Source: an optimization exercise on an open RTL-to-GDS flow (aim: small area). Production flows keep margins and buffers that such runs may drop.
In this exercise RTL edits were held to simulation tests only and were not proved equivalent to the original.
Power figures rest on the tool's default switching activity, not on a simulated workload.

// multi_timer_unit_four_channel
module multi_timer_unit_four_channel #(
  parameter int NUM_TIMERS = 4
) (
  input  logic                      clk,
  input  logic                      rst,
  input  logic                      req_valid,
  output logic                      req_ready,
  input  logic [1:0]                req_cmd,
  input  logic [4:0]                req_reg_word,
  input  logic [31:0]               req_write_data,
  output logic                      rsp_valid,
  input  logic                      rsp_ready,
  output logic [31:0]               rsp_read_data,
  output logic [3:0]                rsp_irq_lines
);
==> module mtu_timer, before the edit <==
module mtu_timer (
  input  logic        clk,
  input  logic        rst,
  input  logic        tick,          
  input  logic        wr_load,       
  input  logic        wr_ctl,        
  input  logic        wr_bg,         
  input  logic [31:0] write_data,
  input  logic [7:0]  zero_data,     
  output logic [31:0] count_value,
  output logic [31:0] reload_value,  
  output logic [7:0]  control_word,
  output logic        expire
);
  logic [7:0]  prescale_count;
  logic [31:0] reload_reg, reload_next, load_val;
  logic        reload_zero, wr_reload, load, hi_keep;
  logic        en, wide, oneshot, periodic, free;
  logic        pdone, step, le1, g, gw, clr_hi, rel;
  logic [1:0]  code;
  logic [31:0] c, tog, nxt, z;
  logic [7:0]  ptog;
  assign c        = count_value;
  assign en       = control_word[7];
  assign periodic = control_word[6];
  assign code     = control_word[3:2];
  assign wide     = control_word[1];
  assign oneshot  = control_word[0];
  assign free     = !oneshot && !periodic;
  assign pdone = (code == 2'd0) ||
                 (code == 2'd1 && prescale_count[3:0] == 4'hF) ||
                 (code[1] && prescale_count == 8'hFF);
  assign step  = tick && en && pdone;
  assign le1   = (c[15:1] == 15'd0) && (!wide || c[31:16] == 16'd0);
  assign expire = step && le1;
  assign g      = step && (le1 ? free : !c[0]);
  assign gw     = g && wide;
  assign clr_hi = step && !wide;
  assign rel    = step && le1 && periodic && !oneshot && !reload_zero;
  assign tog[0] = step && (le1 ? (free != c[0]) : 1'b1);
  assign z[0] = 1'b1;
  assign z[1] = 1'b1;
  for (genvar i = 2; i < 32; i++) begin : g_z
    assign z[i] = z[i-1] && !c[i-1];
  end
  for (genvar i = 1; i < 32; i++) begin : g_bit
    if (i < 16) begin : g_lo
      assign tog[i] = g && z[i];
      assign nxt[i] = c[i] ^ tog[i];
    end else begin : g_hi
      assign tog[i] = gw && z[i];
      assign nxt[i] = (c[i] && !clr_hi) ^ tog[i];
    end
  end
  assign nxt[0] = c[0] ^ tog[0];
  assign wr_reload   = wr_load || wr_bg;
  assign reload_next = ({32{wr_reload}} & write_data) | ({32{!wr_reload}} & reload_reg);
  assign reload_value = reload_reg & {32{!reload_zero}};
  always_ff @(posedge clk) begin
    reload_reg <= reload_next;
  end
  always_ff @(posedge clk) begin
    if (rst)            reload_zero <= 1'b1;
    else if (wr_reload) reload_zero <= 1'b0;
  end
  assign load    = rst || wr_load || rel;
  assign hi_keep = wr_load || wide;
  assign load_val = {32{rst}} | (reload_next & {{16{hi_keep}}, 16'hFFFF});
  always_ff @(posedge clk) begin
    if (load)
      count_value <= load_val;
    else
      count_value <= nxt;
  end
  always_ff @(posedge clk) begin
    if (rst || wr_ctl)
      control_word <= zero_data;
    else if (expire && oneshot)
      control_word[7] <= 1'b0;
  end
  assign ptog[0] = tick && en;
  for (genvar i = 1; i < 8; i++) begin : g_pbit
    assign ptog[i] = ptog[i-1] && prescale_count[i-1];
  end
  always_ff @(posedge clk) begin
    if (rst || wr_load || wr_ctl || step)
      prescale_count <= 8'd0;
    else
      prescale_count <= prescale_count ^ ptog;
  end
endmodule
==> module multi_timer_unit_four_channel, before the edit <==
module multi_timer_unit_four_channel #(
  parameter int NUM_TIMERS = 4
) (
  input  logic                      clk,
  input  logic                      rst,
  input  logic                      req_valid,
  output logic                      req_ready,
  input  logic [1:0]                req_cmd,
  input  logic [4:0]                req_reg_word,
  input  logic [31:0]               req_write_data,
  output logic                      rsp_valid,
  input  logic                      rsp_ready,
  output logic [31:0]               rsp_read_data,
  output logic [3:0]                rsp_irq_lines
);
  logic [3:0]  irq_mask, raw_status;
  logic [31:0] reload_value [4];
  logic [31:0] count_value  [4];
  logic [7:0]  control_word [4];
  logic        out_valid;
  logic        rd_pending;
  logic [4:0]  rd_word;
  logic        accept, is_tick, is_write;
  logic [7:0]  zero_data;
  logic [3:0]  expire;
  assign accept   = req_valid && req_ready;
  assign is_tick  = accept && (req_cmd == 2'd0);
  assign is_write = accept && (req_cmd == 2'd2);
  assign req_ready = !rst && (!out_valid || rsp_ready);
  assign rsp_valid = out_valid;
  assign zero_data = req_write_data[7:0] & {8{!rst}};
  always_ff @(posedge clk) begin
    if (rst) out_valid <= 1'b0;
    else     out_valid <= accept || (out_valid && !rsp_ready);
  end
  always_ff @(posedge clk) begin
    if (!out_valid || rsp_ready) begin
      rd_pending <= (req_cmd == 2'd1);
      rd_word    <= req_reg_word;
    end
  end
  always_ff @(posedge clk) begin
    if (rst || (is_write && req_reg_word == 5'd0))
      irq_mask <= zero_data[3:0];
  end
  always_ff @(posedge clk) begin
    if (rst)
      raw_status <= 4'd0;
    else if (is_write && req_reg_word == 5'd3)
      raw_status <= raw_status & ~req_write_data[3:0];
    else
      raw_status <= raw_status | expire;
  end
  for (genvar t = 0; t < 4; t++) begin : g_t
    mtu_timer u_timer (
      .clk         (clk),
      .rst         (rst),
      .tick        (is_tick),
      .wr_load     (is_write && req_reg_word == 5'(4 + 4*t)),
      .wr_ctl      (is_write && req_reg_word == 5'(6 + 4*t)),
      .wr_bg       (is_write && req_reg_word == 5'(7 + 4*t)),
      .write_data  (req_write_data),
      .zero_data   (zero_data),
      .count_value (count_value[t]),
      .reload_value(reload_value[t]),
      .control_word(control_word[t]),
      .expire      (expire[t])
    );
  end
  logic [3:0]  sel_t;
  logic        sel_shared;
  logic [31:0] rd_or [5];
  assign sel_shared = rd_pending && (rd_word[4:2] == 3'd0);
  assign rd_or[4] = {28'd0,
                     ({4{sel_shared && rd_word[1:0] == 2'd0}} & irq_mask) |
                     ({4{sel_shared && rd_word[1:0] == 2'd1}} & raw_status) |
                     ({4{sel_shared && rd_word[1:0] == 2'd2}} & raw_status & irq_mask)};
  for (genvar t = 0; t < 4; t++) begin : g_rd
    assign sel_t[t] = rd_pending && (rd_word[4:2] == 3'(t + 1));
    assign rd_or[t] = ({32{sel_t[t] && rd_word[1:0] == 2'd1}} & count_value[t]) |
                      ({32{sel_t[t] && rd_word[1:0] == 2'd2}} & {24'd0, control_word[t]}) |
                      ({32{sel_t[t] && (rd_word[1:0] == 2'd0 || rd_word[1:0] == 2'd3)}} & reload_value[t]);
  end
  assign rsp_read_data = rd_or[0] | rd_or[1] | rd_or[2] | rd_or[3] | rd_or[4];
  assign rsp_irq_lines = raw_status & irq_mask;
endmodule
clock: 7.0 ns
lec_check: 0
cap_margin: 20
core_margin: 2
core_utilization: 40
slew_margin: 20
standard.sh (not shown) runs the stock make flow with config.mk's settings and CLKGATE_MAP_FILE= SYNTH_SCRIPT=/design/flow/synth_recipe.tcl, a recipe that flattens the netlist after the stock synthesis.
==> flow/flow/run.sh <==
#!/bin/bash
# Standard ORFS flow with three changes:
#  * after floorplan, the synthesized logic is restructured for area by
#    OpenROAD's restructure (registers are not touched);
#  * clock-tree options: clkbuf_8 clusters, no dummy loads;
#  * port buffers are buf_1.
# Each tool writes its full output to a log file of its own here.
set -euo pipefail
HERE=$(pwd)
bash standard.sh floorplan > standard_floorplan.log 2>&1
RES=$HERE/orfs/results/$FLOW_PLATFORM/multi_timer_unit_four_channel/base
LIB=$FLOW_HOME/platforms/$FLOW_PLATFORM/lib/sky130_fd_sc_hd__tt_025C_1v80.lib
mkdir -p $HERE/restructure_work
# restructure reads its own copy of the library without the platform's
# dont-use cells.
python3 $HERE/flow/filter_lib.py $LIB $HERE/restructure_lib.lib "*lpflow* *probe*" > filter_lib.log 2>&1
cat > $HERE/restructure.tcl <<EOT
read_liberty $LIB
read_db $RES/2_floorplan.odb
read_sdc $RES/2_floorplan.sdc
source $FLOW_HOME/platforms/$FLOW_PLATFORM/setRC.tcl
report_design_area
remove_buffers
report_design_area
set_dont_use [get_lib_cells {*lpflow* *probe*}]
restructure -target area -liberty_file $HERE/restructure_lib.lib -tielo_port sky130_fd_sc_hd__conb_1/LO -tiehi_port sky130_fd_sc_hd__conb_1/HI -work_dir $HERE/restructure_work -abc_logfile $HERE/restructure_abc.log
report_design_area
restructure -target area -liberty_file $HERE/restructure_lib.lib -tielo_port sky130_fd_sc_hd__conb_1/LO -tiehi_port sky130_fd_sc_hd__conb_1/HI -work_dir $HERE/restructure_work -abc_logfile $HERE/restructure_abc2.log
report_design_area
report_wns
report_tns
write_db $RES/2_floorplan.odb
EOT
openroad -exit $HERE/restructure.tcl > restructure.log 2>&1
CTS="-sink_clustering_enable -repair_clock_nets -buf_list sky130_fd_sc_hd__clkbuf_8 -sink_clustering_size 16 -sink_clustering_max_diameter 50 -dont_use_dummy_load"
bash standard.sh finish "CTS_ARGS=$CTS" "BUFFER_PORTS_ARGS=-buffer_cell sky130_fd_sc_hd__buf_1" > standard.log 2>&1
Other scripts of this flow, unchanged in this note and not shown: flow/flow/filter_lib.py
Next try:
--- a/flow/design.v
+++ b/flow/design.v
@@ -2,13 +2,13 @@
   input  logic        clk,
   input  logic        rst,
   input  logic        tick,          
   input  logic        wr_load,       
   input  logic        wr_ctl,        
   input  logic        wr_bg,         
-  input  logic [31:0] write_data,
+  input  logic [31:0] load_data,     
   input  logic [7:0]  zero_data,     
   output logic [31:0] count_value,
   output logic [31:0] reload_value,  
   output logic [7:0]  control_word,
   output logic        expire
 );
@@ -50,25 +50,25 @@
     end else begin : g_hi
       assign tog[i] = gw && z[i];
       assign nxt[i] = (c[i] && !clr_hi) ^ tog[i];
     end
   end
   assign nxt[0] = c[0] ^ tog[0];
-  assign wr_reload   = wr_load || wr_bg;
-  assign reload_next = ({32{wr_reload}} & write_data) | ({32{!wr_reload}} & reload_reg);
+  assign wr_reload   = rst || wr_load || wr_bg;
+  assign reload_next = ({32{wr_reload}} & load_data) | ({32{!wr_reload}} & reload_reg);
   assign reload_value = reload_reg & {32{!reload_zero}};
   always_ff @(posedge clk) begin
     reload_reg <= reload_next;
   end
   always_ff @(posedge clk) begin
-    if (rst)            reload_zero <= 1'b1;
-    else if (wr_reload) reload_zero <= 1'b0;
+    if (rst)                    reload_zero <= 1'b1;
+    else if (wr_load || wr_bg)  reload_zero <= 1'b0;
   end
   assign load    = rst || wr_load || rel;
-  assign hi_keep = wr_load || wide;
-  assign load_val = {32{rst}} | (reload_next & {{16{hi_keep}}, 16'hFFFF});
+  assign hi_keep = rst || wr_load || wide;
+  assign load_val = reload_next & {{16{hi_keep}}, 16'hFFFF};
   always_ff @(posedge clk) begin
     if (load)
       count_value <= load_val;
     else
       count_value <= nxt;
   end
@@ -109,19 +109,21 @@
   logic [31:0] count_value  [4];
   logic [7:0]  control_word [4];
   logic        out_valid;
   logic        rd_pending;
   logic [4:0]  rd_word;
   logic        accept, is_tick, is_write;
+  logic [31:0] load_data;
   logic [7:0]  zero_data;
   logic [3:0]  expire;
   assign accept   = req_valid && req_ready;
   assign is_tick  = accept && (req_cmd == 2'd0);
   assign is_write = accept && (req_cmd == 2'd2);
   assign req_ready = !rst && (!out_valid || rsp_ready);
   assign rsp_valid = out_valid;
+  assign load_data = req_write_data | {32{rst}};
   assign zero_data = req_write_data[7:0] & {8{!rst}};
   always_ff @(posedge clk) begin
     if (rst) out_valid <= 1'b0;
     else     out_valid <= accept || (out_valid && !rsp_ready);
   end
   always_ff @(posedge clk) begin
@@ -147,13 +149,13 @@
       .clk         (clk),
       .rst         (rst),
       .tick        (is_tick),
       .wr_load     (is_write && req_reg_word == 5'(4 + 4*t)),
       .wr_ctl      (is_write && req_reg_word == 5'(6 + 4*t)),
       .wr_bg       (is_write && req_reg_word == 5'(7 + 4*t)),
-      .write_data  (req_write_data),
+      .load_data   (load_data),
       .zero_data   (zero_data),
       .count_value (count_value[t]),
       .reload_value(reload_value[t]),
       .control_word(control_word[t]),
       .expire      (expire[t])
     );
Outcome:
- non-clock buffer count drops by 2
- worst setup slack is better by 0.044 ns
- final area shrinks by 1.4%
- count of clock-buffer cells in the layout is unchanged
- register-to-register slack gets worse by 0.17 ns
- final cell count goes down by 0.81%
- sequential cell count stays the same
- global-route usage is lower by 1.2 points
- sequential power grows by about 3%
- maximum frequency is higher by 0.84%
- wire length went down by 3.9%

-- afterwards: timing with drivers on the ports --
How much do the figures lean on ideal ports? The routed layouts below were timed once more, with nothing changed but the port constraints.
Step 1, drivers: a clkbuf_16 drives clk and a buf_2 each remaining input, both assumed.
Step 2 adds t to the input delays and takes it off the output delays; t is the mean of the earliest and latest rising clock arrival at the registers after step 1. Input paths then give back, and output paths get back, about the clock's delay inside the block.
Slacks: ideal ports / drivers / drivers and shift; pairs: ideal ports / drivers.
| run | shift t [ns] | slack for setup (ns) | worst hold slack (ns) | slew at the worst register clock pin (ns) | cell pins on the clock port's net |
|---|---|---|---|---|---|
| the first run | 0.607 | 1.655 / 1.608 / 1.436 | 0.472 / 0.472 / 0.472 | 0.11 / 0.11 | 1 |
| the second run | 0.617 | 1.700 / 1.718 / 1.101 | 0.468 / 0.468 / 0.468 | 0.11 / 0.11 | 1 |
After both steps every run listed still meets setup and hold. The setup slack of the second run, which loses most, moves by +0.018 ns with the drivers and by -0.599 ns with both steps.
